Source: an optimization exercise on an open RTL-to-GDS flow (aim: small area, a short achievable clock period and few clock cycles per item). Production flows keep margins and buffers that such runs may drop.
RTL that was checked went through simulation tests only; none was proved equivalent to the original.
For run 1, only the layout was checked, not whether the RTL still works.
No run shown here takes its clock network from TritonCTS; it comes from the design's own scripts or RTL.
No driver is modelled on the clock port, so clock power and skew are understated where the tree is cut down; a real chip needs a root buffer or a tree.
Power and IR drop assume default switching activity.

$ cat config.mk
export PLATFORM = sky130hd
export DESIGN_NAME = top_payload_generator
export DESIGN_NICKNAME = top_payload_generator
export VERILOG_FILES = /design/flow/design.v
export SDC_FILE = /design/flow/constraint.sdc
export NUM_CORES = 4
export LEC_CHECK = 0
export CAP_MARGIN = 20
export CORE_AREA = 2.5 2.5 182.5 182.5
export DIE_AREA = 0 0 185 185
export SETUP_SLACK_MARGIN = 3.0
export SLEW_MARGIN = 20
$ cat constraint.sdc
create_clock -name core_clock -period 5.0 [get_ports {clk}]
set_input_delay 1.0000 -clock core_clock [delete_from_list [all_inputs] [get_ports {clk}]]
set_output_delay 1.0000 -clock core_clock [all_outputs]
set_load 0.01 [all_outputs]
$ cat design.v
`timescale 1ns/1ns
package order_pkg;
    typedef enum logic [7:0] {
        NEW     = 8'h30,
        CANCEL  = 8'h34,
        REPLACE = 8'h35
    } exec_type_e;
    typedef enum logic [7:0] {
        BUY  = 8'h31,
        SELL = 8'h32
    } side_e;
    typedef enum logic [7:0] {
        MARKET = 8'h31,
        LIMIT  = 8'h32
    } ord_type_e;
    typedef enum logic [7:0] {
        DAY = 8'h30,
        IOC = 8'h33,
        FOK = 8'h34
    } tif_e;
    typedef logic [31:0]       price_t;
    typedef logic [15:0]       qty_t;
    typedef logic [64-1:0] symbol_t;
    typedef struct packed {
        exec_type_e exec_type;
        side_e      side;
        ord_type_e  ord_type;
        tif_e       tif;
        price_t     price;
        qty_t       qty;
        symbol_t    symbol;
    } order_t;
    typedef logic [5-1:0][7:0] order_no_t;
endpackage
`timescale 1ns/1ns
package stream_pkg;
    typedef logic [64-1:0] beat_t;
    typedef logic [$clog2(4)-1:0] pe_idx_t;
    typedef enum logic [2:0] {
        IDLE,
        HDR,
        BODY,
        SYM,
        TAIL
    } builder_state_e;
    typedef logic [15:0] session_id_t;
    typedef logic [31:0] seq_num_t;
endpackage
`timescale 1ns/1ns
module order_no_counter (
    input  logic                 clk,
    input  logic                 resetn,
    input  logic                 advance_i,
    output order_pkg::order_no_t order_no_o
);
    logic [4*5-1:0] bcd_q;
    logic [5-1:0]   nine_q;     
    logic [5-1:0]   step_q;     
    logic [5-1:0]   nine;
    logic [5-1:0]   step;
    always_comb begin
        logic c;
        c = 1'b1;
        for (int d = 0; d < 5; d++) begin
            nine[d] = bcd_q[4*d +: 4] == 4'd9;
            step[d] = c;
            c = c && nine[d];
        end
    end
    always_ff @(posedge clk) begin
        if (!resetn) begin
            bcd_q  <= '0;
            nine_q <= '0;
            step_q <= 'b1;
        end else begin
            nine_q <= nine;
            step_q <= step;
            for (int d = 0; d < 5; d++) begin
                if (advance_i && step_q[d]) begin
                    bcd_q[4*d +: 4] <= nine_q[d] ? 4'd0 : bcd_q[4*d +: 4] + 4'd1;
                end
            end
        end
    end
    logic [8*5-1:0] ascii;
    always_comb begin
        for (int d = 0; d < 5; d++) begin
            ascii[8*d +: 8] = {4'h3, bcd_q[4*d +: 4]};
        end
    end
    assign order_no_o = ascii;
endmodule
`timescale 1ns/1ns
module top_payload_generator (
    input  logic                          clk,
    input  logic                          resetn,
    input  logic [15:0]                   session_id_i,
    input  logic [31:0]                   msg_seq_num_i,
    input  logic [4-1:0]            pe_valid_i,
    input  logic [4*(32 + 32 + 16 + 64)-1:0]   pe_order_i,
    output logic [4-1:0]            pe_ready_o,
    input  logic                          tready_i,
    output logic                          tvalid_o,
    output logic                          tlast_o,
    output logic [64-1:0]            tdata_o
);
    logic                 tvalid_q;
    logic                 tlast_q;
    logic [3:0]           beat_q;      
    stream_pkg::pe_idx_t  cur_q;       
    logic [4-1:0]   cur_oh_q;    
    stream_pkg::pe_idx_t  nxt_q;       
    logic [4-1:0]   nxt_oh_q;    
    logic                 have_q;
    logic [4-1:0]   rdy_q;
    logic [4-1:0]   acc_q;       
    logic [4-1:0]   valid_q;     
    logic                 adv_q;       
    stream_pkg::beat_t    tdata_q, tdata_d;
    order_pkg::order_no_t order_no;
    logic                 ld;          
    logic                 start;
    logic [4-1:0]   busy;
    logic [4-1:0]   cand;
    stream_pkg::pe_idx_t  pick;
    logic                 found;
    assign ld    = !tvalid_q || tready_i;
    assign start = ld && beat_q[3] && have_q;
    assign busy = ((tvalid_q && !beat_q[3]) ? cur_oh_q : '0) | rdy_q | acc_q;
    assign cand = valid_q & ~busy;
    always_comb begin
        found = 1'b0;
        pick  = cur_q;
        for (int k = 1; k <= 4; k++) begin
            if (!found && cand[stream_pkg::pe_idx_t'(cur_q + k)]) begin
                found = 1'b1;
                pick  = stream_pkg::pe_idx_t'(cur_q + k);
            end
        end
    end
    always_ff @(posedge clk) begin
        if (!resetn) begin
            tvalid_q <= 1'b0;
            tlast_q  <= 1'b0;
            beat_q   <= 4'b1000;
            cur_q    <= '0;
            cur_oh_q <= 4'b0001;
            nxt_q    <= '0;
            nxt_oh_q <= 4'b0001;
            have_q   <= 1'b0;
            rdy_q    <= '0;
            acc_q    <= '0;
            valid_q  <= '0;
            adv_q    <= 1'b0;
        end else begin
            acc_q   <= rdy_q;
            valid_q <= pe_valid_i;
            adv_q   <= tvalid_q && tready_i && beat_q[3];
            rdy_q   <= (ld && tvalid_q && beat_q[2]) ? cur_oh_q : '0;
            if (ld) begin
                tvalid_q <= !beat_q[3] || have_q;
                tlast_q  <= beat_q[2];
                beat_q   <= beat_q[3] ? (have_q ? 4'b0001 : 4'b1000) : {beat_q[2:0], 1'b0};
            end
            if (start) begin
                cur_q    <= nxt_q;
                cur_oh_q <= nxt_oh_q;
            end
            if (!have_q) begin
                nxt_q    <= pick;
                nxt_oh_q <= 4'b0001 << pick;
            end
            have_q <= !start && (have_q || found);
        end
    end
    logic [3:0]              bs;
    logic [2:0][4-1:0] es;
    always_comb begin
        if (ld) begin
            bs    = {beat_q[2], beat_q[1], beat_q[0], beat_q[3] && have_q};
            es[0] = (beat_q[3] && have_q) ? nxt_oh_q : '0;
            es[1] = beat_q[0] ? cur_oh_q : '0;
            es[2] = beat_q[1] ? cur_oh_q : '0;
        end else begin
            bs    = beat_q;
            es[0] = beat_q[0] ? cur_oh_q : '0;
            es[1] = beat_q[1] ? cur_oh_q : '0;
            es[2] = beat_q[2] ? cur_oh_q : '0;
        end
    end
    logic [4-1:0][64-1:0] eterm;
    for (genvar e = 0; e < 4; e++) begin : g_eng
        logic [(32 + 32 + 16 + 64)-1:0] o;
        assign o = pe_order_i[e*(32 + 32 + 16 + 64) +: (32 + 32 + 16 + 64)];
        assign eterm[e] = ({64{es[0][e]}} & {16'h0,
                                             5'b0, o[138], 1'b0, o[136],
                                             6'b0, ~o[128], o[128],
                                             32'h0})
                        | ({64{es[1][e]}} & {o[111:80], o[79:64],
                                             6'b0, ~o[120], o[120],
                                             5'b0, o[114], o[112], o[112]})
                        | ({64{es[2][e]}} & o[63:0]);
    end
    assign tdata_d = ({64{bs[0]}} & {session_id_i, 8'h30, 8'h30, msg_seq_num_i})
                   | ({64{bs[1]}} & {32'h0, 16'h0, 8'h30, 8'h30})
                   | ({64{bs[3]}} & {order_no, 24'd0})
                   | eterm[0] | eterm[1] | eterm[2] | eterm[3];
    always_ff @(posedge clk) begin
        tdata_q <= tdata_d;
    end
    order_no_counter u_order_no (
        .clk        (clk),
        .resetn     (resetn),
        .advance_i  (adv_q),
        .order_no_o (order_no)
    );
    assign tvalid_o   = tvalid_q;
    assign tlast_o    = tlast_q;
    assign tdata_o    = tdata_q;
    assign pe_ready_o = rdy_q;
endmodule
$ cat flow/run.sh
#!/bin/bash
# The standard flow, with four changes: the port buffers are the smallest
# buffer cell, the pins may sit on every routing track, they are placed in
# regions (flow/io.tcl, made by gen/io_gen.py) that keep each tdata_o bit next
# to the input bits feeding it, and the clock tree is two levels of buffers
# built by flow/cts_hand.tcl in place of clock tree synthesis.
export BUFFER_PORTS_ARGS="-buffer_cell sky130_fd_sc_hd__buf_1"
export PLACE_PINS_ARGS="-min_distance 1 -min_distance_in_tracks"
export IO_CONSTRAINTS="$PWD/flow/io.tcl"
export PRE_CTS_TCL="$PWD/flow/cts_hand.tcl"
bash standard.sh > standard.log 2>&1
$ cat flow/cts_hand.tcl
# Sourced by ORFS's cts.tcl before clock tree synthesis (PRE_CTS_TCL).
# Builds a two-level clock tree by hand: the clock port drives four
# clkbuf_4 buffers, each driving two clkbuf_8 leaf buffers, each driving the
# flip-flop clock pins of one eighth of them (split by angle around their
# centre), then replaces the
# clock_tree_synthesis command with a no-op so the rest of cts.tcl (timing
# repair and legalisation) runs on this tree.
set nb 8
set block [ord::get_db_block]
set db [ord::get_db]
set clknet [$block findNet clk]
set master [$db findMaster sky130_fd_sc_hd__clkbuf_4]
set leaf_master [$db findMaster sky130_fd_sc_hd__clkbuf_8]
set sinks [$clknet getITerms]
set pts {}
foreach it $sinks {
  set box [[$it getInst] getBBox]
  lappend pts [list [expr {([$box xMin] + [$box xMax]) / 2.0}] [expr {([$box yMin] + [$box yMax]) / 2.0}]]
}
puts "hand clock tree: [llength $sinks] clock sinks"
# split the sinks into nb clusters of equal size, contiguous in angle
# around the centre of the sinks
set sx 0.0; set sy 0.0
foreach p $pts { set sx [expr {$sx + [lindex $p 0]}]; set sy [expr {$sy + [lindex $p 1]}] }
set cx [expr {$sx / [llength $pts]}]
set cy [expr {$sy / [llength $pts]}]
set keyed {}
set i 0
foreach p $pts {
  lappend keyed [list [expr {atan2([lindex $p 1] - $cy, [lindex $p 0] - $cx)}] $i]
  incr i
}
set keyed [lsort -real -index 0 $keyed]
set n [llength $pts]
set assign [lrepeat $n 0]
set k 0
foreach kv $keyed {
  lset assign [lindex $kv 1] [expr {($k * $nb) / $n}]
  incr k
}
set cents {}
for {set g 0} {$g < $nb} {incr g} {
  set sx 0.0; set sy 0.0; set m 0
  foreach p $pts a $assign {
    if {$a == $g} { set sx [expr {$sx + [lindex $p 0]}]; set sy [expr {$sy + [lindex $p 1]}]; incr m }
  }
  lappend cents [list [expr {$sx / max($m, 1)}] [expr {$sy / max($m, 1)}]]
}
set leaves {}
for {set g 0} {$g < $nb} {incr g} {
  set members {}
  foreach it $sinks a $assign { if {$a == $g} { lappend members $it } }
  set inst [odb::dbInst_create $block $leaf_master "clkbuf_leaf_$g"]
  set net [odb::dbNet_create $block "clknet_leaf_$g"]
  $net setSigType CLOCK
  foreach it $members { $it disconnect; $it connect $net }
  [$inst findITerm X] connect $net
  set c [lindex $cents $g]
  $inst setLocation [expr {int([lindex $c 0])}] [expr {int([lindex $c 1])}]
  $inst setPlacementStatus PLACED
  lappend leaves $inst
  puts "hand clock tree: leaf $g drives [llength $members] sinks from [lindex $c 0] [lindex $c 1]"
}
for {set r 0} {$r < $nb / 2} {incr r} {
  set inst [odb::dbInst_create $block $master "clkbuf_root_$r"]
  set net [odb::dbNet_create $block "clknet_root_$r"]
  $net setSigType CLOCK
  [$inst findITerm A] connect $clknet
  [$inst findITerm X] connect $net
  set c0 [lindex $cents [expr {2 * $r}]]
  set c1 [lindex $cents [expr {2 * $r + 1}]]
  foreach l [lrange $leaves [expr {2 * $r}] [expr {2 * $r + 1}]] { [$l findITerm A] connect $net }
  $inst setLocation [expr {int(([lindex $c0 0] + [lindex $c1 0]) / 2)}] [expr {int(([lindex $c0 1] + [lindex $c1 1]) / 2)}]
  $inst setPlacementStatus PLACED
}
$clknet setSigType CLOCK
global_connect
detailed_placement
rename clock_tree_synthesis clock_tree_synthesis_unused
proc clock_tree_synthesis {args} { puts "clock tree built by hand (flow/cts_hand.tcl)" }
$ cat flow/io.tcl
set_io_pin_constraint -pin_names {clk resetn tready_i tvalid_o tlast_o pe_valid_i[0] pe_valid_i[1] pe_valid_i[2] pe_valid_i[3] pe_ready_o[0] pe_ready_o[1] pe_ready_o[2] pe_ready_o[3]} -region bottom:3.00-11.67
set_io_pin_constraint -pin_names {tdata_o[0] msg_seq_num_i[0] pe_order_i[112] pe_order_i[256] pe_order_i[400] pe_order_i[544] pe_order_i[0] pe_order_i[144] pe_order_i[288] pe_order_i[432]} -region bottom:11.67-18.34
set_io_pin_constraint -pin_names {tdata_o[1] msg_seq_num_i[1] pe_order_i[1] pe_order_i[145] pe_order_i[289] pe_order_i[433]} -region bottom:18.34-22.34
set_io_pin_constraint -pin_names {tdata_o[2] msg_seq_num_i[2] pe_order_i[114] pe_order_i[258] pe_order_i[402] pe_order_i[546] pe_order_i[2] pe_order_i[146] pe_order_i[290] pe_order_i[434]} -region bottom:22.34-29.01
set_io_pin_constraint -pin_names {tdata_o[3] msg_seq_num_i[3] pe_order_i[3] pe_order_i[147] pe_order_i[291] pe_order_i[435]} -region bottom:29.01-33.02
set_io_pin_constraint -pin_names {tdata_o[4] msg_seq_num_i[4] pe_order_i[4] pe_order_i[148] pe_order_i[292] pe_order_i[436]} -region bottom:33.02-37.02
set_io_pin_constraint -pin_names {tdata_o[5] msg_seq_num_i[5] pe_order_i[5] pe_order_i[149] pe_order_i[293] pe_order_i[437]} -region bottom:37.02-41.02
set_io_pin_constraint -pin_names {tdata_o[6] msg_seq_num_i[6] pe_order_i[6] pe_order_i[150] pe_order_i[294] pe_order_i[438]} -region bottom:41.02-45.02
set_io_pin_constraint -pin_names {tdata_o[7] msg_seq_num_i[7] pe_order_i[7] pe_order_i[151] pe_order_i[295] pe_order_i[439]} -region bottom:45.02-49.02
set_io_pin_constraint -pin_names {tdata_o[8] msg_seq_num_i[8] pe_order_i[120] pe_order_i[264] pe_order_i[408] pe_order_i[552] pe_order_i[8] pe_order_i[152] pe_order_i[296] pe_order_i[440]} -region bottom:49.02-55.69
set_io_pin_constraint -pin_names {tdata_o[9] msg_seq_num_i[9] pe_order_i[9] pe_order_i[153] pe_order_i[297] pe_order_i[441]} -region bottom:55.69-59.70
set_io_pin_constraint -pin_names {tdata_o[10] msg_seq_num_i[10] pe_order_i[10] pe_order_i[154] pe_order_i[298] pe_order_i[442]} -region bottom:59.70-63.70
set_io_pin_constraint -pin_names {tdata_o[11] msg_seq_num_i[11] pe_order_i[11] pe_order_i[155] pe_order_i[299] pe_order_i[443]} -region bottom:63.70-67.70
set_io_pin_constraint -pin_names {tdata_o[12] msg_seq_num_i[12] pe_order_i[12] pe_order_i[156] pe_order_i[300] pe_order_i[444]} -region bottom:67.70-71.70
set_io_pin_constraint -pin_names {tdata_o[13] msg_seq_num_i[13] pe_order_i[13] pe_order_i[157] pe_order_i[301] pe_order_i[445]} -region bottom:71.70-75.70
set_io_pin_constraint -pin_names {tdata_o[14] msg_seq_num_i[14] pe_order_i[14] pe_order_i[158] pe_order_i[302] pe_order_i[446]} -region bottom:75.70-79.70
set_io_pin_constraint -pin_names {tdata_o[15] msg_seq_num_i[15] pe_order_i[15] pe_order_i[159] pe_order_i[303] pe_order_i[447]} -region bottom:79.70-83.71
set_io_pin_constraint -pin_names {tdata_o[16] msg_seq_num_i[16] pe_order_i[64] pe_order_i[208] pe_order_i[352] pe_order_i[496] pe_order_i[16] pe_order_i[160] pe_order_i[304] pe_order_i[448]} -region bottom:83.71-90.38
set_io_pin_constraint -pin_names {tdata_o[17] msg_seq_num_i[17] pe_order_i[65] pe_order_i[209] pe_order_i[353] pe_order_i[497] pe_order_i[17] pe_order_i[161] pe_order_i[305] pe_order_i[449]} -region bottom:90.38-97.05
set_io_pin_constraint -pin_names {tdata_o[18] msg_seq_num_i[18] pe_order_i[66] pe_order_i[210] pe_order_i[354] pe_order_i[498] pe_order_i[18] pe_order_i[162] pe_order_i[306] pe_order_i[450]} -region bottom:97.05-103.72
set_io_pin_constraint -pin_names {tdata_o[19] msg_seq_num_i[19] pe_order_i[67] pe_order_i[211] pe_order_i[355] pe_order_i[499] pe_order_i[19] pe_order_i[163] pe_order_i[307] pe_order_i[451]} -region bottom:103.72-110.39
set_io_pin_constraint -pin_names {tdata_o[20] msg_seq_num_i[20] pe_order_i[68] pe_order_i[212] pe_order_i[356] pe_order_i[500] pe_order_i[20] pe_order_i[164] pe_order_i[308] pe_order_i[452]} -region bottom:110.39-117.06
set_io_pin_constraint -pin_names {tdata_o[21] msg_seq_num_i[21] pe_order_i[69] pe_order_i[213] pe_order_i[357] pe_order_i[501] pe_order_i[21] pe_order_i[165] pe_order_i[309] pe_order_i[453]} -region bottom:117.06-123.73
set_io_pin_constraint -pin_names {tdata_o[22] msg_seq_num_i[22] pe_order_i[70] pe_order_i[214] pe_order_i[358] pe_order_i[502] pe_order_i[22] pe_order_i[166] pe_order_i[310] pe_order_i[454]} -region bottom:123.73-130.40
set_io_pin_constraint -pin_names {tdata_o[23] msg_seq_num_i[23] pe_order_i[71] pe_order_i[215] pe_order_i[359] pe_order_i[503] pe_order_i[23] pe_order_i[167] pe_order_i[311] pe_order_i[455]} -region bottom:130.40-137.07
set_io_pin_constraint -pin_names {tdata_o[24] msg_seq_num_i[24] pe_order_i[72] pe_order_i[216] pe_order_i[360] pe_order_i[504] pe_order_i[24] pe_order_i[168] pe_order_i[312] pe_order_i[456]} -region bottom:137.07-143.74
set_io_pin_constraint -pin_names {tdata_o[25] msg_seq_num_i[25] pe_order_i[73] pe_order_i[217] pe_order_i[361] pe_order_i[505] pe_order_i[25] pe_order_i[169] pe_order_i[313] pe_order_i[457]} -region bottom:143.74-150.41
set_io_pin_constraint -pin_names {tdata_o[26] msg_seq_num_i[26] pe_order_i[74] pe_order_i[218] pe_order_i[362] pe_order_i[506] pe_order_i[26] pe_order_i[170] pe_order_i[314] pe_order_i[458]} -region bottom:150.41-157.08
set_io_pin_constraint -pin_names {tdata_o[27] msg_seq_num_i[27] pe_order_i[75] pe_order_i[219] pe_order_i[363] pe_order_i[507] pe_order_i[27] pe_order_i[171] pe_order_i[315] pe_order_i[459]} -region bottom:157.08-163.75
set_io_pin_constraint -pin_names {tdata_o[28] msg_seq_num_i[28] pe_order_i[76] pe_order_i[220] pe_order_i[364] pe_order_i[508] pe_order_i[28] pe_order_i[172] pe_order_i[316] pe_order_i[460]} -region bottom:163.75-170.42
set_io_pin_constraint -pin_names {tdata_o[29] msg_seq_num_i[29] pe_order_i[77] pe_order_i[221] pe_order_i[365] pe_order_i[509] pe_order_i[29] pe_order_i[173] pe_order_i[317] pe_order_i[461]} -region bottom:170.42-177.09
set_io_pin_constraint -pin_names {tdata_o[30] msg_seq_num_i[30] pe_order_i[78] pe_order_i[222] pe_order_i[366] pe_order_i[510] pe_order_i[30]} -region bottom:177.09-181.76
set_io_pin_constraint -pin_names {pe_order_i[174] pe_order_i[318] pe_order_i[462]} -region right:3.00-5.96
set_io_pin_constraint -pin_names {tdata_o[31] msg_seq_num_i[31] pe_order_i[79] pe_order_i[223] pe_order_i[367] pe_order_i[511] pe_order_i[31] pe_order_i[175] pe_order_i[319] pe_order_i[463]} -region right:5.96-15.82
set_io_pin_constraint -pin_names {tdata_o[32] pe_order_i[128] pe_order_i[272] pe_order_i[416] pe_order_i[560] pe_order_i[80] pe_order_i[224] pe_order_i[368] pe_order_i[512] pe_order_i[32] pe_order_i[176] pe_order_i[320] pe_order_i[464]} -region right:15.82-28.64
set_io_pin_constraint -pin_names {tdata_o[33] pe_order_i[81] pe_order_i[225] pe_order_i[369] pe_order_i[513] pe_order_i[33] pe_order_i[177] pe_order_i[321] pe_order_i[465]} -region right:28.64-37.51
set_io_pin_constraint -pin_names {tdata_o[34] pe_order_i[82] pe_order_i[226] pe_order_i[370] pe_order_i[514] pe_order_i[34] pe_order_i[178] pe_order_i[322] pe_order_i[466]} -region right:37.51-46.38
set_io_pin_constraint -pin_names {tdata_o[35] pe_order_i[83] pe_order_i[227] pe_order_i[371] pe_order_i[515] pe_order_i[35] pe_order_i[179] pe_order_i[323] pe_order_i[467]} -region right:46.38-55.26
set_io_pin_constraint -pin_names {tdata_o[36] pe_order_i[84] pe_order_i[228] pe_order_i[372] pe_order_i[516] pe_order_i[36] pe_order_i[180] pe_order_i[324] pe_order_i[468]} -region right:55.26-64.13
set_io_pin_constraint -pin_names {tdata_o[37] pe_order_i[85] pe_order_i[229] pe_order_i[373] pe_order_i[517] pe_order_i[37] pe_order_i[181] pe_order_i[325] pe_order_i[469]} -region right:64.13-73.01
set_io_pin_constraint -pin_names {tdata_o[38] pe_order_i[86] pe_order_i[230] pe_order_i[374] pe_order_i[518] pe_order_i[38] pe_order_i[182] pe_order_i[326] pe_order_i[470]} -region right:73.01-81.88
set_io_pin_constraint -pin_names {tdata_o[39] pe_order_i[87] pe_order_i[231] pe_order_i[375] pe_order_i[519] pe_order_i[39] pe_order_i[183] pe_order_i[327] pe_order_i[471]} -region right:81.88-90.75
set_io_pin_constraint -pin_names {tdata_o[40] pe_order_i[136] pe_order_i[280] pe_order_i[424] pe_order_i[568] pe_order_i[88] pe_order_i[232] pe_order_i[376] pe_order_i[520] pe_order_i[40] pe_order_i[184] pe_order_i[328] pe_order_i[472]} -region right:90.75-103.57
set_io_pin_constraint -pin_names {tdata_o[41] pe_order_i[89] pe_order_i[233] pe_order_i[377] pe_order_i[521] pe_order_i[41] pe_order_i[185] pe_order_i[329] pe_order_i[473]} -region right:103.57-112.45
set_io_pin_constraint -pin_names {tdata_o[42] pe_order_i[138] pe_order_i[282] pe_order_i[426] pe_order_i[570] pe_order_i[90] pe_order_i[234] pe_order_i[378] pe_order_i[522] pe_order_i[42] pe_order_i[186] pe_order_i[330] pe_order_i[474]} -region right:112.45-125.26
set_io_pin_constraint -pin_names {tdata_o[43] pe_order_i[91] pe_order_i[235] pe_order_i[379] pe_order_i[523] pe_order_i[43] pe_order_i[187] pe_order_i[331] pe_order_i[475]} -region right:125.26-134.14
set_io_pin_constraint -pin_names {tdata_o[44] pe_order_i[92] pe_order_i[236] pe_order_i[380] pe_order_i[524] pe_order_i[44] pe_order_i[188] pe_order_i[332] pe_order_i[476]} -region right:134.14-143.01
set_io_pin_constraint -pin_names {tdata_o[45] pe_order_i[93] pe_order_i[237] pe_order_i[381] pe_order_i[525] pe_order_i[45] pe_order_i[189] pe_order_i[333] pe_order_i[477]} -region right:143.01-151.89
set_io_pin_constraint -pin_names {tdata_o[46] pe_order_i[94] pe_order_i[238] pe_order_i[382] pe_order_i[526] pe_order_i[46] pe_order_i[190] pe_order_i[334] pe_order_i[478]} -region right:151.89-160.76
set_io_pin_constraint -pin_names {tdata_o[47] pe_order_i[95] pe_order_i[239] pe_order_i[383] pe_order_i[527] pe_order_i[47] pe_order_i[191] pe_order_i[335] pe_order_i[479]} -region right:160.76-169.63
set_io_pin_constraint -pin_names {tdata_o[48] session_id_i[0] pe_order_i[96] pe_order_i[240] pe_order_i[384] pe_order_i[528] pe_order_i[48] pe_order_i[192] pe_order_i[336] pe_order_i[480]} -region right:169.63-179.49
set_io_pin_constraint -pin_names {tdata_o[49] session_id_i[1]} -region right:179.49-181.47
set_io_pin_constraint -pin_names {pe_order_i[97] pe_order_i[241] pe_order_i[385] pe_order_i[529] pe_order_i[49] pe_order_i[193] pe_order_i[337] pe_order_i[481]} -region top:176.66-182.00
set_io_pin_constraint -pin_names {tdata_o[50] session_id_i[2] pe_order_i[98] pe_order_i[242] pe_order_i[386] pe_order_i[530] pe_order_i[50] pe_order_i[194] pe_order_i[338] pe_order_i[482]} -region top:169.99-176.66
set_io_pin_constraint -pin_names {tdata_o[51] session_id_i[3] pe_order_i[99] pe_order_i[243] pe_order_i[387] pe_order_i[531] pe_order_i[51] pe_order_i[195] pe_order_i[339] pe_order_i[483]} -region top:163.32-169.99
set_io_pin_constraint -pin_names {tdata_o[52] session_id_i[4] pe_order_i[100] pe_order_i[244] pe_order_i[388] pe_order_i[532] pe_order_i[52] pe_order_i[196] pe_order_i[340] pe_order_i[484]} -region top:156.65-163.32
set_io_pin_constraint -pin_names {tdata_o[53] session_id_i[5] pe_order_i[101] pe_order_i[245] pe_order_i[389] pe_order_i[533] pe_order_i[53] pe_order_i[197] pe_order_i[341] pe_order_i[485]} -region top:149.98-156.65
set_io_pin_constraint -pin_names {tdata_o[54] session_id_i[6] pe_order_i[102] pe_order_i[246] pe_order_i[390] pe_order_i[534] pe_order_i[54] pe_order_i[198] pe_order_i[342] pe_order_i[486]} -region top:143.31-149.98
set_io_pin_constraint -pin_names {tdata_o[55] session_id_i[7] pe_order_i[103] pe_order_i[247] pe_order_i[391] pe_order_i[535] pe_order_i[55] pe_order_i[199] pe_order_i[343] pe_order_i[487]} -region top:136.64-143.31
set_io_pin_constraint -pin_names {tdata_o[56] session_id_i[8] pe_order_i[104] pe_order_i[248] pe_order_i[392] pe_order_i[536] pe_order_i[56] pe_order_i[200] pe_order_i[344] pe_order_i[488]} -region top:129.97-136.64
set_io_pin_constraint -pin_names {tdata_o[57] session_id_i[9] pe_order_i[105] pe_order_i[249] pe_order_i[393] pe_order_i[537] pe_order_i[57] pe_order_i[201] pe_order_i[345] pe_order_i[489]} -region top:123.30-129.97
set_io_pin_constraint -pin_names {tdata_o[58] session_id_i[10] pe_order_i[106] pe_order_i[250] pe_order_i[394] pe_order_i[538] pe_order_i[58] pe_order_i[202] pe_order_i[346] pe_order_i[490]} -region top:116.63-123.30
set_io_pin_constraint -pin_names {tdata_o[59] session_id_i[11] pe_order_i[107] pe_order_i[251] pe_order_i[395] pe_order_i[539] pe_order_i[59] pe_order_i[203] pe_order_i[347] pe_order_i[491]} -region top:109.96-116.63
set_io_pin_constraint -pin_names {tdata_o[60] session_id_i[12] pe_order_i[108] pe_order_i[252] pe_order_i[396] pe_order_i[540] pe_order_i[60] pe_order_i[204] pe_order_i[348] pe_order_i[492]} -region top:103.29-109.96
set_io_pin_constraint -pin_names {tdata_o[61] session_id_i[13] pe_order_i[109] pe_order_i[253] pe_order_i[397] pe_order_i[541] pe_order_i[61] pe_order_i[205] pe_order_i[349] pe_order_i[493]} -region top:96.62-103.29
set_io_pin_constraint -pin_names {tdata_o[62] session_id_i[14] pe_order_i[110] pe_order_i[254] pe_order_i[398] pe_order_i[542] pe_order_i[62] pe_order_i[206] pe_order_i[350] pe_order_i[494]} -region top:89.95-96.62
set_io_pin_constraint -pin_names {tdata_o[63] session_id_i[15] pe_order_i[111] pe_order_i[255] pe_order_i[399] pe_order_i[543] pe_order_i[63] pe_order_i[207] pe_order_i[351] pe_order_i[495]} -region top:83.28-89.95
set_io_pin_constraint -pin_names {pe_order_i[113] pe_order_i[115] pe_order_i[116] pe_order_i[117] pe_order_i[118] pe_order_i[119] pe_order_i[121] pe_order_i[122] pe_order_i[123] pe_order_i[124] pe_order_i[125] pe_order_i[126] pe_order_i[127] pe_order_i[129] pe_order_i[130] pe_order_i[131] pe_order_i[132] pe_order_i[133] pe_order_i[134] pe_order_i[135] pe_order_i[137] pe_order_i[139] pe_order_i[140] pe_order_i[141] pe_order_i[142] pe_order_i[143] pe_order_i[257] pe_order_i[259] pe_order_i[260] pe_order_i[261] pe_order_i[262] pe_order_i[263] pe_order_i[265] pe_order_i[266] pe_order_i[267] pe_order_i[268] pe_order_i[269] pe_order_i[270] pe_order_i[271] pe_order_i[273] pe_order_i[274] pe_order_i[275] pe_order_i[276] pe_order_i[277] pe_order_i[278] pe_order_i[279] pe_order_i[281] pe_order_i[283] pe_order_i[284] pe_order_i[285] pe_order_i[286] pe_order_i[287] pe_order_i[401] pe_order_i[403] pe_order_i[404] pe_order_i[405] pe_order_i[406] pe_order_i[407] pe_order_i[409] pe_order_i[410] pe_order_i[411] pe_order_i[412] pe_order_i[413] pe_order_i[414] pe_order_i[415] pe_order_i[417] pe_order_i[418] pe_order_i[419] pe_order_i[420] pe_order_i[421] pe_order_i[422] pe_order_i[423] pe_order_i[425] pe_order_i[427] pe_order_i[428] pe_order_i[429] pe_order_i[430] pe_order_i[431] pe_order_i[545] pe_order_i[547] pe_order_i[548] pe_order_i[549] pe_order_i[550] pe_order_i[551] pe_order_i[553] pe_order_i[554] pe_order_i[555] pe_order_i[556] pe_order_i[557] pe_order_i[558] pe_order_i[559] pe_order_i[561] pe_order_i[562] pe_order_i[563] pe_order_i[564] pe_order_i[565] pe_order_i[566] pe_order_i[567] pe_order_i[569] pe_order_i[571] pe_order_i[572] pe_order_i[573] pe_order_i[574] pe_order_i[575]} -region top:13.92-83.28
$ cat standard.sh
#!/bin/bash
# synth_recipe.tcl (not shown) runs the flow's synth.tcl, then flattens the netlist and writes it again
# the make line also repeats each setting of config.mk as NAME=value (left out here)
make -C /OpenROAD-flow-scripts/flow DESIGN_CONFIG=/design/flow/config.mk WORK_HOME=/design/flow/orfs CLKGATE_MAP_FILE= SYNTH_SCRIPT=/design/flow/synth_recipe.tcl "${@:-finish}"
==> summary.md, run 1 <==
| Metric | Value |
|---|---|
| Crit Path Class | in2reg |
| Worst path slowest cell | mux2_4 |
| Period utilization | 0.513 |
| Fin crit period | roughly 2.6 ns |
| Post-synth EDFFs | 0 |
| DR vias/cell | 5.89 |
| R2R setup slack | 2.86 ns |
| Power Density | 211 nW/um^2 |
| Initial DRC Count | between 1000 and 1500 |
| Core Region | about 32000 um^2 |
| Cell variety after synth | 50 |
| DRT Pass-1 Iters | 8 |
| Setup TNS | 0 ns |
| Clk pwr share | 0.223 |
| CP cell instances | buf_6 > and2b_4 > mux2_4 > and2_4 > buf_12 > a222oi_1 > nand4_1 |
| Met2 WL | 20.3 mm |
| Flop pwr share | 0.491 |
| Layout cells sized above 1 | 0.131 |
| Initial Utilization | 0.211 |
| Placer Congestion | 0.840 |
| HP Class | reg2reg |
| Final net count | 2020 |
| Finish-stage setup viols | 0 |
| Area added between synthesis and finish | 59.8% |
| Primary FF master, synth | dfxtp_1 |
| Total Routing Usage GR | 0.213 |
| MaxCap Viol Count | 0 |
| Crit. End Element | flip-flop |
| Top routing layer in use | met4 |
| Internal power | 1.56 mW |
| GRT overflow | 0 |
| CP required | approximately 5.2 ns |
| Cell Rows | between 60 and 70 |
| Cells after Synth | 750 |
| Switching part of the total power | 0.321 |
| Clk_skew | between 0.04 and 0.05 ns |
| Final WS setup | approximately 2.4 ns |
| P_sw | 736 uW |
| Die Area | roughly 34000 um^2 |
| Max VDD drop | roughly 0.00012 V |
| CP bufs+invs | 2 |
| Clock-pin slew on the worst setup and hold paths | ~0.11 ns |
| Placed Area | between 9000 and 10000 um^2 |
| WL met1 | 16.8 mm |
| Rel. slew slack | 0.660 |
| Post-synth ARST share | 0 |
| Slew at the pin closest to its max-slew limit | around 0.51 ns |
| Sequential fraction of the synthesis area | 0.365 |
| Gate power share | 0.286 |
| Most common cell after layout, fill and taps aside | buf_1 |
| DR WL met3 | 5.59 mm |
| Die Y | 185 um |
| # port buffers | about 600 |
| Hpwl dp | between 20 and 25 mm |
| RSZ-0062 raised after global routing | true |
| Status | timing/DRC/antenna clean |
| Vias in the first global route | approximately 9400 |
| DRC | 0 |
| Die X | between 150 and 200 um |
| Worst skew pair latency | roughly 0.34 ns |
| Routed wire per std cell | 26.0 um |
| First-pass GRT wire length | around 56 mm |
| CP max FO | 8 |
| YS warnings | 2 |
| Yosys reg bits | roughly 120 |
| Worst path max stage delay | 0.38 ns |
| Routed wire length | about 46 mm |
| Fmax | just under 400 MHz |
| Initial antenna violation count | 2 |
| Startpoint types | primary input |
| Via count | 10500 |
| Synthesized Nets | 1391 |
| Setup slack at placement | between 1.5 and 2 ns |
| Synthesized area | approximately 6800 um^2 |
| Synth Area per Inst | just over 9 um^2 |
| Leak | between 3 and 4 nW |
| Final Max Tran Viols | 0 |
| Cell area after layout | around 11000 um^2 |
| Largest net degree at the start of global routing | 38 |
| Critical path's top delay family | simple AND/OR/NAND/NOR gates |
| Final ANT Viol Nets | 0 |
| Arrival time worst endpoint | between 2 and 3 ns |
| Most frequent cells in the layout | 595 x buf_1, 118 x dfxtp_1, 89 x a22oi_1 |
| Ports | 701 |
| Final Hold Viols | 0 |
cells in the mapped netlist (2+ instances only):
cell type | count | share of area
a21oi_1 | 38 | 0.028
a221oi_1 | 28 | 0.036
a221oi_2 | 11 | 0.024
a222oi_1 | 67 | 0.099
a22o_1 | 33 | 0.043
a22oi_1 | 100 | 0.11
a31oi_1 | 6 | 0.0055
a32o_1 | 3 | 0.0044
and2_1 | 19 | 0.017
and3_1 | 15 | 0.014
and4_1 | 2 | 0.0026
and4b_1 | 2 | 0.0029
buf_1 | 10 | 0.0055
buf_2 | 25 | 0.018
buf_6 | 14 | 0.023
clkbuf_1 | 21 | 0.012
dfxtp_1 | 124 | 0.37
ha_1 | 10 | 0.018
inv_1 | 15 | 0.0083
mux2_4 | 2 | 0.0044
mux2i_1 | 2 | 0.0029
nand2_1 | 53 | 0.029
nand2b_1 | 3 | 0.0028
nand3_1 | 36 | 0.027
nand3b_1 | 6 | 0.0066
nand4_1 | 19 | 0.017
nor2_1 | 31 | 0.017
nor3_1 | 15 | 0.011
nor3b_1 | 2 | 0.0022
o211a_1 | 2 | 0.0029
o21ai_0 | 14 | 0.010
or4b_2 | 4 | 0.0059
cell families (layout without fill, tap and decap cells):
logic type | Yosys count | count (layout) | share of synthesized area
AOI/OAI and AO/OA | 313 | 313 | 0.377
and+or+nand+nor | 213 | 241 | 0.163
DFF | 124 | 124 | 0.365
buffers and inverters | 85 | 683 | 0.0670
adders and majority gates | 10 | 10 | 0.0184
muxes | 5 | 6 | 0.00902
other | 0 | 4 | 0
flip-flops by register name (all words and copies together), names as in the netlist, 4 cells and up:
signal and count:
nxt_oh_q 4, valid_q 4, beat_q 4, u_order_no.nine_q 4, tdata_q 64, u_order_no.step_q 4
rdy_q 4, u_order_no.bcd_q 20, cur_oh_q 4, acc_q 4
power by group through the flow:
| stage | clock (mW) | combinational, mW | sequential (mW) |
|---|---|---|---|
| final | 0.511 | 0.657 | 1.13 |
| after global routing | 0.559 | 0.701 | 1.14 |
| after CTS | 0.354 | 0.595 | 1.14 |
| after detailed placement | 0 | 0.516 | 1.14 |
| after global placement | 0 | 0.510 | 1.14 |
| after floorplan | 0 | 0.208 | 1.17 |
layer usage:
layer	GRT usage	vias to the layer above
met5	0	-
met4	0.135	0
met3	0.0476	273
met2	0.347	868
met1	0.254	4993
li1	-	4398
metrics by stage:
stage               hold slack, ns  utilization  std cells  power [mW]
finish                       0.432        0.337       1789        2.29
global route                 0.441        0.337       1785        2.40
CTS                          0.450        0.322       1756        2.09
detailed placement           0.449        0.289       1693        1.65
global placement             0.451        0.289       1693        1.65
floorplan                    0.428            -        750        1.38
worst reg2reg max path: stages, from the launching register on:
cell	delay, ns
dfxtp_2	0.43
and2b_4	0.22
mux2_4	0.38
and2_4	0.27
buf_12	0.19
a222oi_1	0.40
nand4_1	0.15
final cells by class:
type	count	area [um^2]
multi-input cells	570	4430
plain buffers	12	140
fillers	3400	21300
well taps	408	510
flip-flops and latches	124	2490
repair buffers	656	3210
inverters	15	60.1
diodes	4	10.0
what timing repair did:
action | CTS | global route
resized for setup | 72 | 52
endpoints found under the setup margin | 99 | 71
hold buffers | 0 | 0
pin swaps | 34 | 49
endpoints found under the hold margin | 0 | 0
gates cloned | 26 | 18
setup buffers | 25 | 11
path summary, 6_finish.rpt:
path / startpoint / cells after the start / to
worst min register to register: nxt_oh_q[1]$_SDFFE_PN0N_ / 2 / cur_oh_q[1]$_SDFFE_PN0P_
worst max register to register: tvalid_q$_SDFFE_PN0N_ / 6 / tdata_q[50]$_DFF_P_
worst max-delay path: tready_i / 7 / tdata_q[50]$_DFF_P_
worst min-delay path: nxt_oh_q[1]$_SDFFE_PN0N_ / 2 / cur_oh_q[1]$_SDFFE_PN0P_
==> run 2: changes to the inputs <==
--- a/design.v
+++ b/design.v
@@ -106,11 +106,10 @@
 );
     logic                 tvalid_q;
     logic                 tlast_q;
-    logic [3:0]           beat_q;      
+    logic [3:0]           bsel_q;
+    logic [2:0][4-1:0] esel_q;
     stream_pkg::pe_idx_t  cur_q;       
-    logic [4-1:0]   cur_oh_q;    
     stream_pkg::pe_idx_t  nxt_q;       
-    logic [4-1:0]   nxt_oh_q;    
     logic                 have_q;
     logic [4-1:0]   rdy_q;
     logic [4-1:0]   acc_q;       
@@ -118,15 +117,17 @@
     logic                 adv_q;       
     stream_pkg::beat_t    tdata_q, tdata_d;
     order_pkg::order_no_t order_no;
-    logic                 ld;          
+    logic                 ld;
     logic                 start;
+    logic                 next0;       
     logic [4-1:0]   busy;
     logic [4-1:0]   cand;
     stream_pkg::pe_idx_t  pick;
     logic                 found;
     assign ld    = !tvalid_q || tready_i;
-    assign start = ld && beat_q[3] && have_q;
-    assign busy = ((tvalid_q && !beat_q[3]) ? cur_oh_q : '0) | rdy_q | acc_q;
+    assign start = ld && bsel_q[0] && (|esel_q[0]);
+    assign next0 = ld ? (bsel_q[3] || (bsel_q[0] && !(|esel_q[0]))) : bsel_q[0];
+    assign busy = esel_q[1] | esel_q[2] | rdy_q | acc_q;
     assign cand = valid_q & ~busy;
     always_comb begin
         found = 1'b0;
@@ -142,71 +143,63 @@
         if (!resetn) begin
             tvalid_q <= 1'b0;
             tlast_q  <= 1'b0;
-            beat_q   <= 4'b1000;
+            bsel_q   <= 4'b0001;
+            esel_q   <= '0;
             cur_q    <= '0;
-            cur_oh_q <= 4'b0001;
             nxt_q    <= '0;
-            nxt_oh_q <= 4'b0001;
             have_q   <= 1'b0;
             rdy_q    <= '0;
             acc_q    <= '0;
             valid_q  <= '0;
             adv_q    <= 1'b0;
         end else begin
-            acc_q   <= rdy_q;
-            valid_q <= pe_valid_i;
-            adv_q   <= tvalid_q && tready_i && beat_q[3];
-            rdy_q   <= (ld && tvalid_q && beat_q[2]) ? cur_oh_q : '0;
+            acc_q    <= rdy_q;
+            valid_q  <= pe_valid_i;
+            adv_q    <= ld && bsel_q[3];
             if (ld) begin
-                tvalid_q <= !beat_q[3] || have_q;
-                tlast_q  <= beat_q[2];
-                beat_q   <= beat_q[3] ? (have_q ? 4'b0001 : 4'b1000) : {beat_q[2:0], 1'b0};
+                tvalid_q  <= !bsel_q[0] || (|esel_q[0]);
+                tlast_q   <= bsel_q[3];
+                bsel_q[1] <= start;
+                bsel_q[2] <= bsel_q[1];
+                bsel_q[3] <= bsel_q[2];
+                bsel_q[0] <= next0;
+                esel_q[1] <= start ? esel_q[0] : '0;
+                esel_q[2] <= esel_q[1];
+                rdy_q     <= esel_q[2];
+            end else begin
+                rdy_q     <= '0;
+            end
+            for (int e = 0; e < 4; e++) begin
+                esel_q[0][e] <= next0 && have_q && !start && nxt_q == stream_pkg::pe_idx_t'(e);
             end
             if (start) begin
-                cur_q    <= nxt_q;
-                cur_oh_q <= nxt_oh_q;
+                cur_q  <= nxt_q;
             end
             if (!have_q) begin
-                nxt_q    <= pick;
-                nxt_oh_q <= 4'b0001 << pick;
+                nxt_q  <= pick;
             end
             have_q <= !start && (have_q || found);
-        end
-    end
-    logic [3:0]              bs;
-    logic [2:0][4-1:0] es;
-    always_comb begin
-        if (ld) begin
-            bs    = {beat_q[2], beat_q[1], beat_q[0], beat_q[3] && have_q};
-            es[0] = (beat_q[3] && have_q) ? nxt_oh_q : '0;
-            es[1] = beat_q[0] ? cur_oh_q : '0;
-            es[2] = beat_q[1] ? cur_oh_q : '0;
-        end else begin
-            bs    = beat_q;
-            es[0] = beat_q[0] ? cur_oh_q : '0;
-            es[1] = beat_q[1] ? cur_oh_q : '0;
-            es[2] = beat_q[2] ? cur_oh_q : '0;
         end
     end
     logic [4-1:0][64-1:0] eterm;
     for (genvar e = 0; e < 4; e++) begin : g_eng
         logic [(32 + 32 + 16 + 64)-1:0] o;
         assign o = pe_order_i[e*(32 + 32 + 16 + 64) +: (32 + 32 + 16 + 64)];
-        assign eterm[e] = ({64{es[0][e]}} & {16'h0,
-                                             5'b0, o[138], 1'b0, o[136],
-                                             6'b0, ~o[128], o[128],
-                                             32'h0})
-                        | ({64{es[1][e]}} & {o[111:80], o[79:64],
-                                             6'b0, ~o[120], o[120],
-                                             5'b0, o[114], o[112], o[112]})
-                        | ({64{es[2][e]}} & o[63:0]);
-    end
-    assign tdata_d = ({64{bs[0]}} & {session_id_i, 8'h30, 8'h30, msg_seq_num_i})
-                   | ({64{bs[1]}} & {32'h0, 16'h0, 8'h30, 8'h30})
-                   | ({64{bs[3]}} & {order_no, 24'd0})
+        assign eterm[e] = ({64{esel_q[0][e]}} & {16'h0,
+                                                 5'b0, o[138], 1'b0, o[136],
+                                                 6'b0, ~o[128], o[128],
+                                                 32'h0})
+                        | ({64{esel_q[1][e]}} & {o[111:80], o[79:64],
+                                                 6'b0, ~o[120], o[120],
+                                                 5'b0, o[114], o[112], o[112]})
+                        | ({64{esel_q[2][e]}} & o[63:0]);
+    end
+    assign tdata_d = ({64{bsel_q[0]}} & {session_id_i, 8'h30, 8'h30, msg_seq_num_i})
+                   | ({64{bsel_q[1]}} & {32'h0, 16'h0, 8'h30, 8'h30})
+                   | ({64{bsel_q[3]}} & {order_no, 24'd0})
                    | eterm[0] | eterm[1] | eterm[2] | eterm[3];
     always_ff @(posedge clk) begin
-        tdata_q <= tdata_d;
+        if (ld) tdata_q <= tdata_d;
     end
     order_no_counter u_order_no (
         .clk        (clk),
--- a/config.mk
+++ b/config.mk
@@ -5,6 +5,7 @@
 export SDC_FILE = /design/flow/constraint.sdc
 export NUM_CORES = 4
 export LEC_CHECK = 0
+export ABC_AREA = 1
 export CAP_MARGIN = 20
 export CORE_AREA = 2.5 2.5 182.5 182.5
 export DIE_AREA = 0 0 185 185
==> summary.md, run 2 <==
| Metric | Value |
|---|---|
| Hold Path Origin | rdy_q[2]$_SDFF_PN0_ |
| # port buffers | 596 (unchanged) |
| Initial antenna violation count | 1 (-1) |
| Synthesized area | 7760 um^2 (+14%) |
| Sequential fraction of the synthesis area | 0.413 (+0.0477) |
| Leak | 3.67 nW (-2.9%) |
| Primary FF master, synth | edfxtp_1 |
| P_sw | 1.56 mW (+110%) |
| GRT overflow | 0 (unchanged) |
| Worst skew pair latency | 0.32 ns (-0.02 ns) |
| Hpwl dp | 24.9 mm (+10%) |
| Clk_skew | 0.0172 ns (-0.0324 ns) |
| Final Hold Viols | 0 (unchanged) |
| Largest net degree at the start of global routing | 67 (+76%) |
| Initial Utilization | 0.241 (+0.0298) |
| Layout cells sized above 1 | 0.0476 (-0.0839) |
| Area added between synthesis and finish | 37.0% |
| Via count | 10200 (-3.4%) |
| First-pass GRT wire length | 48.5 mm (-13%) |
| Hold path depth | 2 (unchanged) |
| Placer Congestion | 0.861 (+2.6%) |
| Critical path's top delay family | flip-flops |
| Max reg flops | 64 (unchanged) |
| Cell variety after synth | 43 (-14%) |
| R2R setup slack | 3.15 ns (+0.29 ns) |
| Max VDD drop | 0.000201 V (+74%) |
| Post-synth top area cell | edfxtp_1 |
| YS warnings | 2 (unchanged) |
| Setup TNS | 0 ns (unchanged) |
| Synth cell count leaders | 332 x nand2_1, 83 x a221oi_1, 69 x nand4_1 |
| Internal power | 2.29 mW (+47%) |
| Finish-stage setup viols | 0 (unchanged) |
| MaxCap Viol Count | 0 (unchanged) |
| Register bank with the most flops | tdata_q |
| R2r startpoint | esel_q[11]$_SDFFE_PN0N_ |
| Die X | 185 um (unchanged) |
| Initial DRC Count | 603 (-58%) |
| HP Class | reg2reg |
| CP required | 4.00 ns (-1.20 ns) |
| Crit Path Class | reg2out |
| Arrival time worst endpoint | 0.93 ns (-1.83 ns) |
| Cells after Synth | 994 (+33%) |
| Clock-pin slew on the worst setup and hold paths | 0.11 ns (about the same) |
| Most common cell after layout, fill and taps aside | buf_1 |
| Yosys reg bits | 128 (+3.2%) |
| Rel. slew slack | 0.394 (-0.267) |
| Worst reg2reg path depth | 4 (-2) |
| Cell Rows | 66 (unchanged) |
| Ports | 701 (unchanged) |
| Worst path slowest cell | dfxtp_1 |
| Final ANT Viol Nets | 0 (unchanged) |
| Vias in the first global route | 9686 (+2.8%) |
| CP cell instances | buf_1 |
| Reg2reg end | tdata_q[51]$_DFFE_PN_ |
| Synth Area per Inst | 7.80 um^2 (-14%) |
| CP bufs+invs | 1 (-1) |
| Clk pwr share | 0.129 (-0.094) |
| Final Max Tran Viols | 0 (unchanged) |
| Worst path max stage delay | 0.40 ns (+0.02 ns) |
| Die Area | 34200 um^2 (unchanged) |
| Post-synth EDFFs | 64 (+64) |
| Post-synth ARST share | 0 (unchanged) |
| Slew at the pin closest to its max-slew limit | 0.909 ns (+0.400 ns) |
| DRT Pass-1 Iters | 5 (-3) |
| Startpoint types | flip-flop |
| Top-count cell post-synth | nand2_1 |
| Top Registers | tdata_q (64), u_order_no.bcd_q (20), esel_q (12) |
| Fmax | 519 MHz (+33%) |
| Routed wire length | 33.6 mm (-28%) |
| Switching part of the total power | 0.404 (+0.0837) |
| CP max FO | 3 (-5) |
| Power Density | 362 nW/um^2 (+72%) |
| Core Region | 32200 um^2 (unchanged) |
| Die Y | 185 um (unchanged) |
| Setup slack at placement | 2.34 ns (+0.717 ns) |
| Cts hold-fix bufs | 0 (unchanged) |
| Synthesized Nets | 1635 (+18%) |
| DRC | 0 (unchanged) |
| Final WS setup | 3.07 ns (+0.639 ns) |
| Total Routing Usage GR | 0.174 (-0.0391) |
| Flop pwr share | 0.434 (-0.057) |
| Post-synth top area share | 0.248 (-0.117) |
| Period utilization | 0.385 (-0.128) |
| DR vias/cell | 5.18 (-12%) |
| Crit. End Element | primary output |
| RSZ-0062 raised after global routing | true |
| Status | timing/DRC/antenna clean |
| Final net count | 2198 (+8.8%) |
| Hold path endpoint | acc_q[2]$_SDFF_PN0_ |
| Most frequent cells in the layout | 595 x buf_1, 331 x nand2_1, 78 x a221oi_1 |
| Synth top area cells | edfxtp_1 25%, dfxtp_1 17%, nand2_1 16%, a221oi_1 9.4%, nand4_1 5.6% |
| Routed wire per std cell | 17.1 um (-34%) |
| Fin crit period | 1.93 ns (-0.639 ns) |
| Gate power share | 0.436 (+0.150) |
==> run 2: changes by cell type in the layout (fill, tap and decap cells not counted), moves of 46 or more <==
cell      previous run  this run
a222oi_1            67         0
inv_1               14        60
nand2_1             49       331
nand4_1             19        69
dfxtp_1            118        53
a221oi_1             9        78
a22oi_1             89         1
edfxtp_1             0        64
==> run 2: worst max-delay path by stage <==
stage,start,depth (start not counted),endpoint
floorplan,tready_i,7,esel_q[0]$_SDFF_PN0_
global placement,resetn,5,u_order_no.bcd_q[5]$_SDFFE_PN0P_
detailed placement,resetn,5,u_order_no.bcd_q[5]$_SDFFE_PN0P_
CTS,tready_i,9,esel_q[0]$_SDFF_PN0_
global route,esel_q[10]$_SDFFE_PN0N_,11,nxt_q[0]$_SDFFE_PN0N_
finish,rdy_q[1]$_SDFF_PN0_,1,pe_ready_o[1]
==> run 2: final cells by class <==
type                       count  area [um^2]
fill                        3526        21600
sequential                   128         3220
antenna                        1         2.50
multi-input combinational    734         4030
buffer                        12          140
inverter                      65          279
tap                          408          510
timing repair inverter         2         20.0
timing repair buffer         614         2420
==> run 2: repair_timing <==
action                                  in CTS  in global routing
gates cloned                                 2                  0
pin swaps                                    7                  0
resized for setup                           23                  5
endpoints found under the setup margin     112                  5
setup buffers                                7                  0
==> run 2: routing by layer <==
layer,share of wire,track usage,vias to the layer above
met2,0.47,0.309,554
li1,-,-,4693
met5,0,0,-
met1,0.38,0.194,4751
met4,0.067,0.106,0
met3,0.080,0.0313,178
==> run 2: per-stage QoR <==
stage	std cells	hold WS, ns	total power, mW	area (um^2)	util
after floorplan	994	0.435	2.65	7760	-
after global placement	1942	0.443	3.29	10300	0.319
after detailed placement	1942	0.452	3.31	10300	0.319
after CTS	1963	0.452	3.73	10600	0.329
after global routing	1964	0.507	4.11	10600	0.330
final	1964	0.462	3.85	10600	0.330
==> run 2: cell families (layout without fill, tap and decap cells) <==
group | Yosys count | count (layout) | synth area share
xor gates and xnor gates | 4 | 4 | 0.00549
DFF | 128 | 128 | 0.413
adders and majority gates | 10 | 10 | 0.0161
buffers and inverters | 132 | 693 | 0.0747
other | 0 | 1 | 0
AOI/OAI and AO/OA | 217 | 217 | 0.206
and+or+nand+nor | 503 | 503 | 0.285
==> run 2: power by group through the flow <==
stage	Sequential [mW]	Combinational (mW)	Clock, mW
global route	1.71	1.84	0.560
global placement	1.69	1.60	0
floorplan	1.74	0.907	0
finish	1.67	1.68	0.499
CTS	1.70	1.67	0.358
detailed placement	1.70	1.62	0
Testbench counts of run 2, summed over its fixed seeds: cycles 38,432, items 9,600.
==> run 3: changes to the inputs <==
--- a/config.mk
+++ b/config.mk
@@ -5,7 +5,7 @@
 export SDC_FILE = /design/flow/constraint.sdc
 export NUM_CORES = 4
 export LEC_CHECK = 0
-export ABC_AREA = 1
+export ABC_CLOCK_PERIOD_IN_PS = 2000
 export CAP_MARGIN = 20
 export CORE_AREA = 2.5 2.5 182.5 182.5
 export DIE_AREA = 0 0 185 185
==> summary.md, run 3 <==
| Metric | Value |
|---|---|
| Arrival time worst endpoint | 0.94 ns (about the same) |
| Hold path depth | 2 (unchanged) |
| Primary FF master, synth | edfxtp_1 |
| CP required | 4.00 ns (about the same) |
| First-pass GRT wire length | 44.9 mm (-7.5%) |
| Yosys reg bits | 128 (unchanged) |
| Gate power share | 0.252 (-0.184) |
| Switching part of the total power | 0.300 (-0.105) |
| Reg2reg end | tdata_q[45]$_DFFE_PN_ |
| Finish-stage setup viols | 0 (unchanged) |
| Routed wire per std cell | 18.6 um (+8.5%) |
| Synth Area per Inst | 9.79 um^2 (+25%) |
| CP cell instances | buf_1 |
| R2r startpoint | esel_q[9]$_SDFFE_PN0N_ |
| Cell variety after synth | 44 (+2.3%) |
| Top Registers | tdata_q (64), u_order_no.bcd_q (20), esel_q (12) |
| Placer Congestion | 0.852 (-1.1%) |
| Post-synth top area cell | edfxtp_1 |
| Cell area after layout | 10100 um^2 (-4.8%) |
| Initial Utilization | 0.224 (-0.0171) |
| Worst path max stage delay | 0.35 ns (-0.05 ns) |
| Area added between synthesis and finish | 40.3% |
| Leak | 3.26 nW (-11%) |
| Hold Path Origin | bsel_q[2]$_SDFFE_PN0N_ |
| P_sw | 721 uW (-54%) |
| RSZ-0062 raised after global routing | false |
| Clock-pin slew on the worst setup and hold paths | 0.10 ns (about the same) |
| Post-synth ARST share | 0 (unchanged) |
| CP max FO | 2 (-1) |
| Post-synth top area share | 0.267 (+0.0189) |
| Critical path's top delay family | flip-flops |
| GRT overflow | 0 (unchanged) |
| Layout cells sized above 1 | 0.0500 (+0.00245) |
| Top-count cell post-synth | a22oi_1 |
| Cells after Synth | 736 (-26%) |
| Cts hold-fix bufs | 0 (unchanged) |
| Worst skew pair latency | 0.33 ns (about the same) |
| Placed Area | 9780 um^2 (-4.9%) |
| Most frequent cells in the layout | 595 x buf_1, 115 x a22oi_1, 64 x edfxtp_1 |
| Period utilization | 0.388 (+0.00274) |
| DR vias/cell | 5.49 (+6.0%) |
| Hold slack | 0.464 ns (+0.00158 ns) |
| Internal power | 1.68 mW (-27%) |
| DRC | 0 (unchanged) |
| Most common cell after layout, fill and taps aside | buf_1 |
| Worst path slowest cell | dfxtp_1 |
| Final WS setup | 3.06 ns (-0.0137 ns) |
| DRT Pass-1 Iters | 7 (+2) |
| Vias in the first global route | 8671 (-10%) |
| Crit Path Class | reg2out |
| R2R setup slack | 3.10 ns (-0.05 ns) |
| Fmax | 515 MHz (-0.71%) |
| Via count | 9377 (-7.9%) |
| Routed wire length | 31.7 mm (-5.7%) |
| Sequential fraction of the synthesis area | 0.444 (+0.0315) |
| # port buffers | 596 (unchanged) |
| Rel. slew slack | 0.416 (+0.0220) |
| Die X | 185 um (unchanged) |
| MaxCap Viol Count | 0 (unchanged) |
| Core Region | 32200 um^2 (unchanged) |
| Ports | 701 (unchanged) |
| Die Area | 34200 um^2 (unchanged) |
| Worst reg2reg path depth | 4 (unchanged) |
| Die Y | 185 um (unchanged) |
| Power Density | 238 nW/um^2 (-34%) |
| Flop pwr share | 0.544 (+0.110) |
| Post-synth EDFFs | 64 (unchanged) |
| Crit. End Element | primary output |
| Register bank with the most flops | tdata_q |
| Final Hold Viols | 0 (unchanged) |
| CP bufs+invs | 1 (unchanged) |
| Slew at the pin closest to its max-slew limit | 0.876 ns (-0.0330 ns) |
| Hold path endpoint | bsel_q[2]$_SDFFE_PN0N_ |
| Cell Rows | 66 (unchanged) |
| Fin crit period | 1.94 ns (+0.0137 ns) |
| YS warnings | 2 (unchanged) |
| Clk_skew | 0.0356 ns (+0.0184 ns) |
| Setup TNS | 0 ns (unchanged) |
| Setup slack at placement | 1.89 ns (-0.457 ns) |
| Largest net degree at the start of global routing | 68 (+1.5%) |
| Synth top area cells | edfxtp_1 27%, dfxtp_1 18%, a22oi_1 12%, a221oi_1 6.2%, a22o_1 5.5% |
| HP Class | reg2reg |
| Initial antenna violation count | 0 (-1) |
| Total Routing Usage GR | 0.161 (-0.0132) |
| Max VDD drop | 0.000153 V (-24%) |
| Synthesized Nets | 1377 (-16%) |
| Clk pwr share | 0.204 (+0.075) |
| Number of fill cells | 3511 (-0.43%) |
| Final Power | 2.41 mW (-38%) |
| Startpoint types | flip-flop |
| Final net count | 1942 (-12%) |
| Max reg flops | 64 (unchanged) |
| Initial DRC Count | 744 (+23%) |
| Final ANT Viol Nets | 0 (unchanged) |
| Final Max Tran Viols | 0 (unchanged) |
| Hpwl dp | 23.2 mm (-7.1%) |
| Status | timing/DRC/antenna clean |
| Synth cell count leaders | 115 x a22oi_1, 64 x dfxtp_1, 64 x edfxtp_1 |
| Synthesized area | 7210 um^2 (-7.1%) |
-- run 3: stage by stage --
stage               cells   util
CTS                  1707  0.314
finish               1708  0.314
floorplan             736      -
global placement     1685  0.304
global route         1707  0.314
detailed placement   1685  0.304
-- run 3: worst min-delay path: cells and delay by family, from the launching register on --
kind / cells / cell delay [ns]
simple gates: 1 / 0.05
compound gates: 1 / 0.05
flops: 1 / 0.33
-- run 3: logic make-up (layout without fill, tap and decap cells) --
family,Yosys count,after routing,synth area share
buffers and inverters,85,648,0.0497
muxes,3,3,0.00417
adders and majority gates,10,10,0.0174
other,0,1,0
AOI/OAI and AO/OA,320,320,0.343
DFF,128,128,0.444
and+or+nand+nor,190,190,0.141
-- run 3: power by group through the flow --
| stage | clock, mW | sequential, mW | combinational (mW) |
|---|---|---|---|
| global placement | 0 | 1.33 | 0.568 |
| floorplan | 0 | 1.37 | 0.207 |
| CTS | 0.358 | 1.33 | 0.602 |
| finish | 0.490 | 1.31 | 0.607 |
| detailed placement | 0 | 1.33 | 0.571 |
| global route | 0.550 | 1.32 | 0.657 |
-- run 3: final cells by class --
| class | instances | area (um^2) | area share |
|---|---|---|---|
| timing repair buffer | 620 | 2470 | 0.244 |
| multi-input combinational | 523 | 3690 | 0.365 |
| tap | 408 | 510 | 0.0505 |
| buffer | 12 | 140 | 0.0139 |
| antenna | 1 | 2.50 | 0.000247 |
| inverter | 15 | 68.8 | 0.00680 |
| sequential | 128 | 3220 | 0.318 |
| timing repair inverter | 1 | 16.3 | 0.00161 |
-- run 3: worst max-delay path by stage --
stage | startpoint | endpoint | cells after the start
after global routing | tdata_q[50]$_DFFE_PN_ | tdata_o[50] | 1
after detailed placement | tready_i | cur_q[1]$_SDFFE_PN0P_ | 6
after global placement | tready_i | cur_q[1]$_SDFFE_PN0P_ | 6
final | tlast_q$_SDFFE_PN0N_ | tlast_o | 1
after floorplan | tready_i | cur_q[0]$_SDFFE_PN0P_ | 5
after CTS | tready_i | cur_q[1]$_SDFFE_PN0P_ | 6
-- run 3: repair_timing --
action | in CTS | in global routing
resized for setup | 18 | 4
cloned | 2 | 0
setup endpoints to repair | 100 | 17
pin swaps | 6 | 0
buffers inserted | 8 | 0
-- run 3: metal layers --
layer	part of all wire	GRT usage
met1	0.38	0.181
met2	0.49	0.293
met3	0.079	0.0258
met4	0.055	0.0822
met5	0	0
==> run 4: changes to the inputs <==
--- a/config.mk
+++ b/config.mk
@@ -5,7 +5,6 @@
 export SDC_FILE = /design/flow/constraint.sdc
 export NUM_CORES = 4
 export LEC_CHECK = 0
-export ABC_CLOCK_PERIOD_IN_PS = 2000
 export CAP_MARGIN = 20
 export CORE_AREA = 2.5 2.5 182.5 182.5
 export DIE_AREA = 0 0 185 185
==> summary.md, run 4 <==
| Metric | Value |
|---|---|
| Synthesized area | 7210 um^2 (unchanged) |
| Worst skew pair latency | 0.33 ns (about the same) |
| Area added between synthesis and finish | 40.3% (unchanged) |
| Register bank with the most flops | tdata_q |
| DRT Pass-1 Iters | 7 (unchanged) |
| Final Max Tran Viols | 0 (unchanged) |
| Hold path depth | 2 (unchanged) |
| Status | timing/DRC/antenna clean |
| Setup slack at placement | 1.89 ns (unchanged) |
| Initial Utilization | 0.224 (unchanged) |
| Max VDD drop | 0.000153 V (unchanged) |
| Post-synth EDFFs | 64 (unchanged) |
| Initial DRC Count | 744 (unchanged) |
| Top Registers | tdata_q (64), u_order_no.bcd_q (20), esel_q (12) |
| RSZ-0062 raised after global routing | false |
| MaxCap Viol Count | 0 (unchanged) |
| Final Hold Viols | 0 (unchanged) |
| Synth Area per Inst | 9.79 um^2 (unchanged) |
| CP cell instances | buf_1 |
| GRT overflow | 0 (unchanged) |
| Most common cell after layout, fill and taps aside | buf_1 |
| Synth top area cells | edfxtp_1 27%, dfxtp_1 18%, a22oi_1 12%, a221oi_1 6.2%, a22o_1 5.5% |
| Worst path slowest cell | dfxtp_1 |
| Leak | 3.26 nW (unchanged) |
| Clock-pin slew on the worst setup and hold paths | 0.10 ns (about the same) |
| Cell Rows | 66 (unchanged) |
| Cells after Synth | 736 (unchanged) |
| Yosys reg bits | 128 (unchanged) |
| Cell variety after synth | 44 (unchanged) |
| Period utilization | 0.388 (unchanged) |
| Power Density | 238 nW/um^2 (unchanged) |
| Post-synth ARST share | 0 (unchanged) |
| First-pass GRT wire length | 44.9 mm (unchanged) |
| Crit. End Element | primary output |
| Max reg flops | 64 (unchanged) |
| CP required | 4.00 ns (about the same) |
| Hpwl dp | 23.2 mm (unchanged) |
| Synthesized Nets | 1377 (unchanged) |
| Number of fill cells | 3511 (unchanged) |
| Placer Congestion | 0.852 (unchanged) |
| Reg2reg end | tdata_q[45]$_DFFE_PN_ |
| Setup TNS | 0 ns (unchanged) |
| Post-synth top area share | 0.267 (unchanged) |
| Hold Path Origin | bsel_q[2]$_SDFFE_PN0N_ |
| Critical path's top delay family | flip-flops |
| Multi-input combinational cell area | 3690 um^2 (unchanged) |
| Core Region | 32200 um^2 (unchanged) |
| Primary FF master, synth | edfxtp_1 |
| CP max FO | 2 (unchanged) |
| Routed wire per std cell | 18.6 um (unchanged) |
| CP bufs+invs | 1 (unchanged) |
| Clk_skew | 0.0356 ns (unchanged) |
| Synth cell count leaders | 115 x a22oi_1, 64 x dfxtp_1, 64 x edfxtp_1 |
| Largest net degree at the start of global routing | 68 (unchanged) |
| Final ANT Viol Nets | 0 (unchanged) |
| Fin crit period | 1.94 ns (unchanged) |
| Startpoint types | flip-flop |
| Final net count | 1942 (unchanged) |
| Routed wire length | 31.7 mm (unchanged) |
| Worst reg2reg path depth | 4 (unchanged) |
| Die X | 185 um (unchanged) |
| Vias in the first global route | 8671 (unchanged) |
| Fin util | 0.314 (unchanged) |
| DRC | 0 (unchanged) |
| Layout cells sized above 1 | 0.0500 (unchanged) |
| Ports | 701 (unchanged) |
| HP Class | reg2reg |
| R2R setup slack | 3.10 ns (about the same) |
| Arrival time worst endpoint | 0.94 ns (about the same) |
| Crit Path Class | reg2out |
| R2r startpoint | esel_q[9]$_SDFFE_PN0N_ |
| Total Routing Usage GR | 0.161 (unchanged) |
| Final WS setup | 3.06 ns (unchanged) |
| # port buffers | 596 (unchanged) |
| DR vias/cell | 5.49 (unchanged) |
| Fmax | 515 MHz (unchanged) |
| Finish-stage setup viols | 0 (unchanged) |
| Most frequent cells in the layout | 595 x buf_1, 115 x a22oi_1, 64 x edfxtp_1 |
| Post-synth top area cell | edfxtp_1 |
| Worst path max stage delay | 0.35 ns (about the same) |
| Die Y | 185 um (unchanged) |
| Die Area | 34200 um^2 (unchanged) |
| Rel. slew slack | 0.416 (unchanged) |
| Via count | 9377 (unchanged) |
| Top-count cell post-synth | a22oi_1 |
| Hold path endpoint | bsel_q[2]$_SDFFE_PN0N_ |
| Slew at the pin closest to its max-slew limit | 0.876 ns (unchanged) |
| Initial antenna violation count | 0 (unchanged) |
| Seq. cell area | 3220 um^2 (unchanged) |
| YS warnings | 2 (unchanged) |
| Sequential fraction of the synthesis area | 0.444 (unchanged) |
| Cts hold-fix bufs | 0 (unchanged) |
## run 4: cell counts in the layout (fill, tap and decap cells not counted)
No cell type changed its count.
## run 4: cell families (layout without fill, tap and decap cells)
kind of cell               after synthesis  in the layout  synth area share
AOI/OAI and AO/OA                      320            320             0.343
and+or+nand+nor                        190            190             0.141
DFF                                    128            128             0.444
buffers and inverters                   85            648            0.0497
adders and majority gates               10             10            0.0174
muxes                                    3              3           0.00417
other                                    0              1                 0
## run 4: timing repair
action                                 4_1_cts  5_1_grt
endpoints found under the hold margin        0        0
setup endpoints to repair                  100       17
pin swaps                                    6        0
gates cloned                                 2        0
resized for setup                           18        4
buffers inserted                             8        0
## run 4: worst max-delay path by stage
stage,startpoint,to,slack (ns),depth (start not counted)
final,tlast_q$_SDFFE_PN0N_,tlast_o,3.06,1
after detailed placement,tready_i,cur_q[1]$_SDFFE_PN0P_,1.89,6
after global placement,tready_i,cur_q[1]$_SDFFE_PN0P_,1.95,6
after CTS,tready_i,cur_q[1]$_SDFFE_PN0P_,2.92,6
after global routing,tdata_q[50]$_DFFE_PN_,tdata_o[50],3.03,1
after floorplan,tready_i,cur_q[0]$_SDFFE_PN0P_,3.07,5
## run 4: cell type report
type | count | share of cell area
multi-input combinational | 523 | 0.365
timing repair buffer | 620 | 0.244
antenna | 1 | 0.000247
sequential | 128 | 0.318
inverter | 15 | 0.00680
buffer | 12 | 0.0139
timing repair inverter | 1 | 0.00161
tap | 408 | 0.0505
## run 4: layer usage
metal,vias to the layer above,part of all wire,global-route usage
met5,-,0,0
met4,0,0.055,0.0822
met3,150,0.079,0.0258
met2,541,0.49,0.293
met1,4493,0.38,0.181
li1,4193,-,-
## run 4: stage by stage
step                      instance area [um^2]  power [mW]  std cells  hold WS (ns)
after floorplan                           7220        1.58        736         0.432
after global placement                    9780        1.90       1685         0.447
after detailed placement                  9780        1.91       1685         0.450
after CTS                                10100        2.29       1707         0.449
after global routing                     10100        2.53       1707         0.507
final                                    10100        2.41       1708         0.464
## run 4: report_power, final
part / internal (mW) / switching, mW / total, mW
registers: 1.25 / 0.0596 / 1.31
clock network: 0.184 / 0.306 / 0.490
logic: 0.251 / 0.355 / 0.607
total: 1.68 / 0.721 / 2.41

Re-timed with assumed drivers on the ports (clkbuf_16 on the clock, buf_2 on other inputs), run 4 has 2.983 ns of setup slack against 3.060 ns with ideal ports, and 2.857 ns once port delays also move by the mid clock arrival of 0.388 ns.
